Background: an optimization exercise with open tools, aiming at small area, a short achievable clock period and few clock cycles per item. Do not read the settings as production practice. In this exercise RTL edits were held to simulation tests only and were not proved equivalent to the original.

===== flow/config.mk =====
export PLATFORM = sky130hd
export DESIGN_NAME = fnv1a_hashed_bucket_table_unit
export DESIGN_NICKNAME = fnv1a_hashed_bucket_table_unit
export VERILOG_FILES = /design/flow/design.v
export SDC_FILE = /design/flow/constraint.sdc
export NUM_CORES = 4
export LEC_CHECK = 0
export CAP_MARGIN = 20
export CORE_MARGIN = 2
export CORE_UTILIZATION = 40
export PLACE_DENSITY = 0.6
export SLEW_MARGIN = 20

===== flow/constraint.sdc =====
create_clock -name core_clock -period 6.5 [get_ports {clk_i}]
set_input_delay 1.3000 -clock core_clock [delete_from_list [all_inputs] [get_ports {clk_i}]]
set_output_delay 1.3000 -clock core_clock [all_outputs]
set_load 0.01 [all_outputs]

===== flow/design.v =====
package fhbt_pkg;
  localparam int CMD_W   = 2;
  localparam int BYTE_W  = 8;
  localparam int NV_W    = 32;
  localparam int FOUND_W = 32;
  localparam int SLOT_W  = 8;
  localparam int COUNT_W = 16;
  localparam int TE_W    = 9;
  localparam int HASH_W  = 32;
  localparam int TABLE_DEPTH_DEF     = 64;
  localparam int VALUE_WIDTH_DEF     = 32;
  localparam int MAX_NAME_LENGTH_DEF = 32;
  localparam logic [HASH_W-1:0]  FNV_BASIS  = 32'd2166136261;
  localparam logic [HASH_W-1:0]  FNV_FACTOR = 32'd16777619;
  localparam logic [COUNT_W-1:0] COUNT_MAX  = 16'hFFFF;
  localparam logic [TE_W-1:0]    TE_RESET   = 9'd256;
  typedef enum logic [CMD_W-1:0] {
    CMD_CREATE = 2'd0,
    CMD_ADD    = 2'd1,
    CMD_LOOKUP = 2'd2
  } fhbt_cmd_e;
  typedef enum logic [2:0] {
    ST_IDLE,
    ST_CLEAR,
    ST_DIV,
    ST_MEM,
    ST_RESP
  } fhbt_state_e;
  typedef struct packed {
    logic fold;        
    logic finish;      
    logic clr_start;   
    logic clr_step;    
    logic div_step;    
    logic mem_en;      
  } fhbt_ctrl_t;
  typedef struct packed {
    logic created;
    logic clr_last;
    logic div_last;
  } fhbt_sts_t;
endpackage
module fhbt_ctrl (
  input  logic                       clk_i,
  input  logic                       rst_ni,
  input  logic                       start_i,
  input  logic [fhbt_pkg::CMD_W-1:0] command_i,
  input  logic                       name_last_i,
  input  fhbt_pkg::fhbt_sts_t        sts_i,
  output fhbt_pkg::fhbt_ctrl_t       ctrl_o,
  output logic                       busy_o,
  output logic                       done_o
);
  fhbt_pkg::fhbt_state_e state_q;
  fhbt_pkg::fhbt_state_e state_d;
  logic        accept;
  logic        is_name_cmd;
  assign accept      = start_i && (state_q == fhbt_pkg::ST_IDLE);
  assign is_name_cmd = (command_i == fhbt_pkg::CMD_ADD) || (command_i == fhbt_pkg::CMD_LOOKUP);
  always_ff @(posedge clk_i or negedge rst_ni) begin
    if (!rst_ni) begin
      state_q <= fhbt_pkg::ST_IDLE;
    end else begin
      state_q <= state_d;
    end
  end
  always_comb begin
    state_d = state_q;
    unique case (state_q)
      fhbt_pkg::ST_IDLE: begin
        if (accept && (command_i == fhbt_pkg::CMD_CREATE)) begin
          state_d = fhbt_pkg::ST_CLEAR;
        end else if (accept && is_name_cmd && name_last_i) begin
          state_d = sts_i.created ? fhbt_pkg::ST_DIV : fhbt_pkg::ST_RESP;
        end
      end
      fhbt_pkg::ST_CLEAR: begin
        if (sts_i.clr_last) begin
          state_d = fhbt_pkg::ST_RESP;
        end
      end
      fhbt_pkg::ST_DIV: begin
        if (sts_i.div_last) begin
          state_d = fhbt_pkg::ST_MEM;
        end
      end
      fhbt_pkg::ST_MEM:  state_d = fhbt_pkg::ST_RESP;
      fhbt_pkg::ST_RESP: state_d = fhbt_pkg::ST_IDLE;
      default: state_d = fhbt_pkg::ST_IDLE;
    endcase
  end
  always_comb begin
    ctrl_o           = '0;
    ctrl_o.fold      = accept && is_name_cmd;
    ctrl_o.finish    = accept && is_name_cmd && name_last_i;
    ctrl_o.clr_start = accept && (command_i == fhbt_pkg::CMD_CREATE);
    ctrl_o.clr_step  = (state_q == fhbt_pkg::ST_CLEAR);
    ctrl_o.div_step  = (state_q == fhbt_pkg::ST_DIV);
    ctrl_o.mem_en    = (state_q == fhbt_pkg::ST_MEM);
    busy_o           = (state_q != fhbt_pkg::ST_IDLE);
    done_o           = (state_q == fhbt_pkg::ST_RESP);
  end
endmodule
module fhbt_datapath #(
  parameter int TABLE_DEPTH     = fhbt_pkg::TABLE_DEPTH_DEF,
  parameter int VALUE_WIDTH     = fhbt_pkg::VALUE_WIDTH_DEF,
  parameter int MAX_NAME_LENGTH = fhbt_pkg::MAX_NAME_LENGTH_DEF
) (
  input  logic                         clk_i,
  input  logic                         rst_ni,
  input  fhbt_pkg::fhbt_ctrl_t         ctrl_i,
  output fhbt_pkg::fhbt_sts_t          sts_o,
  input  logic [fhbt_pkg::CMD_W-1:0]   command_i,
  input  logic [fhbt_pkg::BYTE_W-1:0]  name_byte_i,
  input  logic [fhbt_pkg::NV_W-1:0]    new_value_i,
  input  logic                         te_we_i,
  input  logic [fhbt_pkg::TE_W-1:0]    te_i,
  output logic                         status_o,
  output logic [fhbt_pkg::FOUND_W-1:0] found_value_o,
  output logic [fhbt_pkg::SLOT_W-1:0]  slot_index_o,
  output logic [fhbt_pkg::COUNT_W-1:0] entry_count_o
);
  localparam int AW  = (TABLE_DEPTH > 1) ? $clog2(TABLE_DEPTH) : 1;
  localparam int DW  = $clog2(TABLE_DEPTH + 1);
  localparam int CW  = (DW > fhbt_pkg::TE_W) ? DW : fhbt_pkg::TE_W;
  localparam int BCW = $clog2(MAX_NAME_LENGTH + 1);
  localparam int SXW = AW + fhbt_pkg::SLOT_W;
  logic [fhbt_pkg::HASH_W-1:0]  hash_q;
  logic [BCW-1:0]     byte_cnt_q;
  logic               ended_q;
  logic               created_q;
  logic [fhbt_pkg::COUNT_W-1:0] count_q;
  logic [fhbt_pkg::TE_W-1:0]    te_q;
  logic [AW-1:0]      clr_addr_q;
  logic [4:0]         div_cnt_q;
  logic [fhbt_pkg::HASH_W-1:0]      dividend_q;
  logic [DW-1:0]          divisor_q;
  logic [DW-1:0]          rem_q;
  logic [fhbt_pkg::CMD_W-1:0]       op_q;
  logic                   status_q;
  logic [VALUE_WIDTH-1:0] value_q;
  logic [VALUE_WIDTH-1:0] rd_q;
  logic [VALUE_WIDTH-1:0] mem_q [TABLE_DEPTH];
  logic [fhbt_pkg::HASH_W-1:0] hash_mix;
  logic [fhbt_pkg::HASH_W-1:0] hash_mult;
  logic [fhbt_pkg::HASH_W-1:0] hash_next;
  logic              byte_takes;
  logic [CW-1:0]     te_ext;
  logic [DW-1:0]     divisor_sel;
  logic [DW:0]       trial;
  logic [DW:0]       divisor_ext;
  logic [AW-1:0]     slot;
  logic [SXW-1:0]    slot_ext;
  logic [63:0]       nv_ext;
  logic [63:0]       rd_ext;
  logic              slot_ok;
  assign byte_takes = !ended_q && (name_byte_i != '0) &&
                      (byte_cnt_q < BCW'(MAX_NAME_LENGTH));
  assign hash_mix   = hash_q ^ fhbt_pkg::HASH_W'(name_byte_i);
  assign hash_mult  = hash_mix * fhbt_pkg::FNV_FACTOR;
  assign hash_next  = byte_takes ? hash_mult : hash_q;
  assign te_ext = CW'(te_q);
  always_comb begin
    priority if (te_q == '0) begin
      divisor_sel = DW'(1);
    end else if (te_ext > CW'(TABLE_DEPTH)) begin
      divisor_sel = DW'(TABLE_DEPTH);
    end else begin
      divisor_sel = te_ext[DW-1:0];
    end
  end
  assign trial       = {rem_q, dividend_q[fhbt_pkg::HASH_W-1]};
  assign divisor_ext = {1'b0, divisor_q};
  assign slot        = rem_q[AW-1:0];
  assign nv_ext = 64'(new_value_i);
  always_ff @(posedge clk_i or negedge rst_ni) begin
    if (!rst_ni) begin
      hash_q     <= fhbt_pkg::FNV_BASIS;
      byte_cnt_q <= '0;
      ended_q    <= 1'b0;
      created_q  <= 1'b0;
      count_q    <= '0;
      te_q       <= fhbt_pkg::TE_RESET;
      clr_addr_q <= '0;
      div_cnt_q  <= '0;
    end else begin
      if (te_we_i) begin
        te_q <= te_i;
      end
      if (ctrl_i.clr_start || ctrl_i.finish) begin
        hash_q     <= fhbt_pkg::FNV_BASIS;
        byte_cnt_q <= '0;
        ended_q    <= 1'b0;
      end else if (ctrl_i.fold) begin
        hash_q <= hash_next;
        if (!ended_q && (name_byte_i == '0)) begin
          ended_q <= 1'b1;
        end
        if (byte_takes) begin
          byte_cnt_q <= byte_cnt_q + BCW'(1);
        end
      end
      if (ctrl_i.clr_start) begin
        created_q  <= 1'b1;
        count_q    <= '0;
        clr_addr_q <= '0;
      end else if (ctrl_i.clr_step) begin
        clr_addr_q <= clr_addr_q + AW'(1);
      end
      if (ctrl_i.finish) begin
        div_cnt_q <= '0;
      end else if (ctrl_i.div_step) begin
        div_cnt_q <= div_cnt_q + 5'd1;
      end
      if (ctrl_i.mem_en && (op_q == fhbt_pkg::CMD_ADD) && (count_q != fhbt_pkg::COUNT_MAX)) begin
        count_q <= count_q + fhbt_pkg::COUNT_W'(1);
      end
    end
  end
  always_ff @(posedge clk_i) begin
    if (ctrl_i.finish) begin
      dividend_q <= hash_next;
      divisor_q  <= divisor_sel;
      rem_q      <= '0;
      op_q       <= command_i;
      status_q   <= !created_q;
      value_q    <= nv_ext[VALUE_WIDTH-1:0];
    end else if (ctrl_i.clr_start) begin
      op_q     <= fhbt_pkg::CMD_CREATE;
      status_q <= 1'b0;
    end else if (ctrl_i.div_step) begin
      dividend_q <= {dividend_q[fhbt_pkg::HASH_W-2:0], 1'b0};
      if (trial >= divisor_ext) begin
        rem_q <= DW'(trial - divisor_ext);
      end else begin
        rem_q <= trial[DW-1:0];
      end
    end
  end
  always_ff @(posedge clk_i) begin
    if (ctrl_i.clr_step) begin
      mem_q[clr_addr_q] <= '0;
    end else if (ctrl_i.mem_en && (op_q == fhbt_pkg::CMD_ADD)) begin
      mem_q[slot] <= value_q;
    end
    if (ctrl_i.mem_en) begin
      rd_q <= mem_q[slot];
    end
  end
  assign sts_o.created  = created_q;
  assign sts_o.clr_last = (clr_addr_q == AW'(TABLE_DEPTH - 1));
  assign sts_o.div_last = (div_cnt_q == 5'd31);
  assign slot_ok       = (op_q != fhbt_pkg::CMD_CREATE) && !status_q;
  assign rd_ext        = 64'(rd_q);
  assign slot_ext      = SXW'(slot);
  assign status_o      = status_q;
  assign found_value_o = (slot_ok && (op_q == fhbt_pkg::CMD_LOOKUP)) ? rd_ext[fhbt_pkg::FOUND_W-1:0] : '0;
  assign slot_index_o  = slot_ok ? slot_ext[fhbt_pkg::SLOT_W-1:0] : '0;
  assign entry_count_o = count_q;
endmodule
module fnv1a_hashed_bucket_table_unit #(
  parameter int TABLE_DEPTH     = fhbt_pkg::TABLE_DEPTH_DEF,
  parameter int VALUE_WIDTH     = fhbt_pkg::VALUE_WIDTH_DEF,
  parameter int MAX_NAME_LENGTH = fhbt_pkg::MAX_NAME_LENGTH_DEF
) (
  input  logic                         clk_i,
  input  logic                         rst_ni,
  input  logic                         start_i,
  output logic                         busy_o,
  input  logic [fhbt_pkg::CMD_W-1:0]   command_i,
  input  logic [fhbt_pkg::BYTE_W-1:0]  name_byte_i,
  input  logic                         name_last_i,
  input  logic [fhbt_pkg::NV_W-1:0]    new_value_i,
  input  logic                         table_entries_we_i,
  input  logic [fhbt_pkg::TE_W-1:0]    table_entries_i,
  output logic                         done_o,
  output logic                         status_o,
  output logic [fhbt_pkg::FOUND_W-1:0] found_value_o,
  output logic [fhbt_pkg::SLOT_W-1:0]  slot_index_o,
  output logic [fhbt_pkg::COUNT_W-1:0] entry_count_o
);
  fhbt_pkg::fhbt_ctrl_t ctrl;
  fhbt_pkg::fhbt_sts_t  sts;
  fhbt_ctrl u_ctrl (
    .clk_i       (clk_i),
    .rst_ni      (rst_ni),
    .start_i     (start_i),
    .command_i   (command_i),
    .name_last_i (name_last_i),
    .sts_i       (sts),
    .ctrl_o      (ctrl),
    .busy_o      (busy_o),
    .done_o      (done_o)
  );
  fhbt_datapath #(
    .TABLE_DEPTH     (TABLE_DEPTH),
    .VALUE_WIDTH     (VALUE_WIDTH),
    .MAX_NAME_LENGTH (MAX_NAME_LENGTH)
  ) u_datapath (
    .clk_i         (clk_i),
    .rst_ni        (rst_ni),
    .ctrl_i        (ctrl),
    .sts_o         (sts),
    .command_i     (command_i),
    .name_byte_i   (name_byte_i),
    .new_value_i   (new_value_i),
    .te_we_i       (table_entries_we_i),
    .te_i          (table_entries_i),
    .status_o      (status_o),
    .found_value_o (found_value_o),
    .slot_index_o  (slot_index_o),
    .entry_count_o (entry_count_o)
  );
endmodule

===== flow/run.sh =====
#!/bin/bash
# synth_recipe.tcl (not shown) runs the flow's synth.tcl, then flattens the netlist and writes it again
# the make line also repeats each setting of config.mk as NAME=value (left out here)
make -C /OpenROAD-flow-scripts/flow DESIGN_CONFIG=/design/flow/config.mk WORK_HOME=/design/flow/orfs CLKGATE_MAP_FILE= SYNTH_SCRIPT=/design/flow/synth_recipe.tcl finish

==> run summary <==
- Outcome: timing/DRC/antenna clean
- Sequential share of the synthesized area: 0.727
* Proportion of layout cells with a drive suffix above 1: 0.273
- Entering global routing, the biggest net connects around 130 pins.
* Number of synthesized flops with an enable pin: 2154
- Pins over their slew limit: 0
- Counting I/O delays and the setup requirement, the final critical path takes 6.11 ns.
* Yosys reg bits: 2240
* Clk sink count: 2240
- Summed over all layers, the global routing overflow is 0.
* Maximum net fanout on the critical path: 3
* Non-filler cells in the finished layout: 7959
* Number of primary I/O pins: 115
* Number of buffers created by CTS: between 200 and 250
- No sink is reached through more buffers than the 3 on the longest clock path.
* Worst Skew: between 0.06 and 0.07 ns
- The synthesized netlist contains 62 unique library cells.
- The initial antenna violation count came to 10.
- Kind of path behind the tightest hold check: primary input to asynchronous set/reset pin
* Initial core utilization: 0.401
- Die outline height: 483 um
- Number of vias after detailed routing: roughly 45k
* Most frequent cells in the layout: 2154 x sky130_fd_sc_hd__edfxtp_1, 665 x sky130_fd_sc_hd__mux4_2, 220 x sky130_fd_sc_hd__clkbuf_16, 197 x sky130_fd_sc_hd__ha_1, 196 x sky130_fd_sc_hd__buf_4
- The filler cells instantiated in the layout total 18.8k.
- CTS built an H-tree with a depth of 4.
- Setup repair after global routing missed its margin: false
- Setup slack on the worst reg-to-reg path comes out at 0.69 ns.
- Final period utilization: 0.940
- Number of nets still failing antenna checks after routing: 0
* Length of routed met3 wiring: 16100 um
- Primary FF master, synth: sky130_fd_sc_hd__edfxtp_1
* Overall routing resource usage: 0.201
- STA puts the critical path data required time at 7.06 ns.
- Setup violations remaining at the end of the flow were counted as 0.
- Endpoint kind of the worst setup timing path: flop
* Metal1 wirelength: 102000 um
- The number of cells on the worst reg-to-reg path is 21.
* Clk Tree Root Cell: sky130_fd_sc_hd__clkbuf_16
- After synthesis the cells add up to 92000 um2.
* Number of setup buffers added after CTS: 0
* Clock tree from TritonCTS: yes
* Area grow syn2layout: 15.4%
* Number of I/O port buffers: between 100 and 150
- Worst setup path class: primary input to flop
- First-iteration detailed-routing DRC count: roughly 5.0k
- From left edge to right edge, the die measures 483 um.
- Cell Rows: approximately 180
- Once placement finished, the instance area stood at between 90000 and 100000 um2.
- Async set-or-reset flop fraction in the synthesized netlist: 0.0353
- DRC violation count after routing: 0
* Average routed wire per standard cell: 29.6 um
- For this run, the number of Yosys warnings is 2.
- Number of global-route vias before repair: 46.0k
- After clock tree synthesis, the clock-pin slew on the worst setup and hold paths is 0.06 ns.
- The net count of the finished layout is ~5.1k.
- Top Metal Used: met4
* Hold-fix buffers, CTS: 0
* Final-report hold violation count: 0
* Total Routed Length: 236000 um
* Per-instance average area after synthesis: 20.9 um2
- Summing all non-filler instances in the final layout gives an area of 106000 um2.
* Synthesized instance count: approximately 4.4k
- At the pin with the least slew margin, the transition time is 1.07 ns.
- Static timing analysis puts the maximum clock frequency at 164 MHz.
- After detailed placement, the design holds a cell count of roughly 7.6k.
* Floorplan die area: 234000 um2
- Crit path launch type: primary input
- Dpl hpwl: between 100000 and 150000 um
- The first global-routing pass estimated between 300000 and 400000 um of wire.
- Post-DR vias/cell: 5.70
- The congestion estimate from routability-driven global placement came to approximately 0.8.
* CP Data Arrival Time: 6.67 ns
- In the detailed route, the total length drawn on met2 is 113000 um.
- Before antenna repair, the detailed router went through 7 iterations.
- Clock latency of the later-clocked register in the worst-skew pair: ~0.87 ns
* Relative slew margins: 0.285
* Most common cell after layout, fill and taps aside: sky130_fd_sc_hd__edfxtp_1
- Number of gates given a new drive strength after cts: 0
* Core Area: ~230000 um2
* Max-cap violations: 0
==> worst max-delay path, cell delays in order <==
cell                              delay (ns)
sky130_fd_sc_hd__clkdlybuf4s50_1        0.54
sky130_fd_sc_hd__xor2_1                 0.22
sky130_fd_sc_hd__buf_4                  0.15
sky130_fd_sc_hd__xor2_1                 0.14
sky130_fd_sc_hd__ha_1                   0.27
sky130_fd_sc_hd__fa_1                   0.45
sky130_fd_sc_hd__ha_1                   0.23
sky130_fd_sc_hd__fa_1                   0.44
sky130_fd_sc_hd__ha_1                   0.29
sky130_fd_sc_hd__inv_1                  0.05
sky130_fd_sc_hd__fa_1                   0.48
sky130_fd_sc_hd__inv_1                  0.05
sky130_fd_sc_hd__ha_1                   0.30
sky130_fd_sc_hd__o211ai_1               0.13
sky130_fd_sc_hd__a21oi_1                0.20
sky130_fd_sc_hd__a21oi_1                0.12
sky130_fd_sc_hd__nor4b_1                0.36
sky130_fd_sc_hd__or3_1                  0.22
sky130_fd_sc_hd__a31oi_1                0.14
sky130_fd_sc_hd__o21ai_1                0.27
sky130_fd_sc_hd__mux2i_1                0.22
sky130_fd_sc_hd__nand3_1                0.09
==> routing by layer <==
layer | up-vias | track usage
li1 | 18600 | -
met1 | 24800 | 0.292
met2 | 1649 | 0.320
met3 | 328 | 0.0310
met4 | 0 | 0.0510
met5 | - | 0
==> sequential cells by signal (all words and copies together) (netlist names) <==
name                   cells
u_datapath.rd_q           32
u_datapath.created_q       1
u_ctrl.state_q             3
u_datapath.dividend_q     32
u_datapath.count_q        16
u_datapath.div_cnt_q       5
u_datapath.mem_q        2048
u_datapath.value_q        32
u_datapath.status_q        1
u_datapath.te_q            9
u_datapath.byte_cnt_q      6
u_datapath.op_q            2
u_datapath.divisor_q       7
u_datapath.hash_q         32
u_datapath.ended_q         1
u_datapath.rem_q           7
u_datapath.clr_addr_q      6
==> through the flow <==
stage	hold slack [ns]	setup slack [ns]	setup TNS [ns]	util
after floorplan	0.445	0.314	0	-
after global placement	0.468	-0.384	-4.49	0.430
after detailed placement	0.470	-0.404	-5.02	0.431
after CTS	0.252	0.474	0	0.463
after global routing	0.289	0.0619	0	0.463
final	0.314	0.392	0	0.463
==> synth_stat cells (5+ instances only) <==
library cell	count	area [um2]
sky130_fd_sc_hd__fa_1	75	1500
sky130_fd_sc_hd__dfstp_2	15	394
sky130_fd_sc_hd__mux2i_1	15	150
sky130_fd_sc_hd__a31oi_1	16	100
sky130_fd_sc_hd__buf_4	7	52.6
sky130_fd_sc_hd__nand4_1	7	43.8
sky130_fd_sc_hd__ha_1	197	2460
sky130_fd_sc_hd__a22o_1	10	87.6
sky130_fd_sc_hd__mux2_2	17	191
sky130_fd_sc_hd__dfxtp_1	7	140
sky130_fd_sc_hd__o211ai_1	7	52.6
sky130_fd_sc_hd__nand2b_1	16	100
sky130_fd_sc_hd__buf_1	35	131
sky130_fd_sc_hd__nor3_1	28	140
sky130_fd_sc_hd__a21o_1	10	75.1
sky130_fd_sc_hd__xnor2_1	36	315
sky130_fd_sc_hd__nor2_1	139	522
sky130_fd_sc_hd__o31ai_1	6	45.0
sky130_fd_sc_hd__a21oi_1	68	340
sky130_fd_sc_hd__edfxtp_1	2154	64700
sky130_fd_sc_hd__o21bai_1	6	45.0
sky130_fd_sc_hd__or2_2	6	37.5
sky130_fd_sc_hd__mux4_2	665	15000
sky130_fd_sc_hd__nand3_1	38	190
sky130_fd_sc_hd__clkbuf_1	126	473
sky130_fd_sc_hd__nand3b_1	5	37.5
sky130_fd_sc_hd__o21ai_0	71	355
sky130_fd_sc_hd__and2_1	79	494
sky130_fd_sc_hd__xor2_1	30	263
sky130_fd_sc_hd__nor2b_1	8	50.1
sky130_fd_sc_hd__dfrtp_1	64	1600
sky130_fd_sc_hd__and3_1	18	113
sky130_fd_sc_hd__inv_1	179	672
sky130_fd_sc_hd__buf_2	40	200
sky130_fd_sc_hd__nand2_1	143	537
==> kinds of logic after synthesis <==
family,synth area share
DFF,0.727
xor gates and xnor gates,0.00629
muxes,0.167
buffers and inverters,0.0167
and+or+nand+nor,0.0260
AOI/OAI and AO/OA,0.0147
adders and majority gates,0.0431
other,0.0000408
==> final cells by class <==
type / instances / area (um2) / area share
diodes: 5 / 12.5 / 0.000118
repair buffers: 343 / 3310 / 0.0312
flip-flops and latches: 2240 / 66800 / 0.630
clock inverters: 136 / 1640 / 0.0154
inverters: 179 / 673 / 0.00634
well taps: 3026 / 3790 / 0.0357
multi-input cells: 1766 / 24200 / 0.228
clock buffers: 264 / 5670 / 0.0534
==> path summary, 6_finish.rpt <==
| path | from | end |
|---|---|---|
| worst max-delay path | name_byte_i[2] | u_datapath.dividend_q[30]$_DFFE_PP_ |
| min in group core_clock | u_datapath.rem_q[6]$_SDFFE_PP0P_ | u_datapath.rem_q[6]$_SDFFE_PP0P_ |
| max in group asynchronous | rst_ni | u_datapath.clr_addr_q[5]$_DFFE_PN0P_ |
| worst max register to register | u_datapath.hash_q[15]$_DFFE_PN1P_ | u_datapath.dividend_q[30]$_DFFE_PP_ |
| worst min register to register | u_datapath.rem_q[6]$_SDFFE_PP0P_ | u_datapath.rem_q[6]$_SDFFE_PP0P_ |
| worst min-delay path | rst_ni | u_datapath.hash_q[3]$_DFFE_PN0P_ |
Testbench counts, summed over its fixed seeds: cycles 55,646, items 1,288.

-- port drivers added, routing unchanged --
The flow's constraints put no driver on any port. The routed layout listed below was extracted and timed again, unchanged, in two steps.
Step 1, drivers: a clkbuf_16 drives clk_i and a buf_2 each remaining input, both assumed.
Step 2 moves the port delays by t, midway between the first and last clock arrival at a register: inputs arrive t later, outputs are due t later. That takes back most of the time a late clock gives input paths.
a / b / c = no drivers / after step 1 / after step 2; a / b = the first two.
t (ns): 0.938
setup slack, ns: 0.392 / 0.456 / -0.482
worst hold slack (ns): 0.314 / 0.252 / 0.482
worst register clock-pin slew, ns: 0.07 / 0.07
With both steps, setup timing fails in this run, where it was met with ideal ports. For this run, drivers alone change the setup slack by +0.064 ns; drivers and shift together by -0.874 ns.
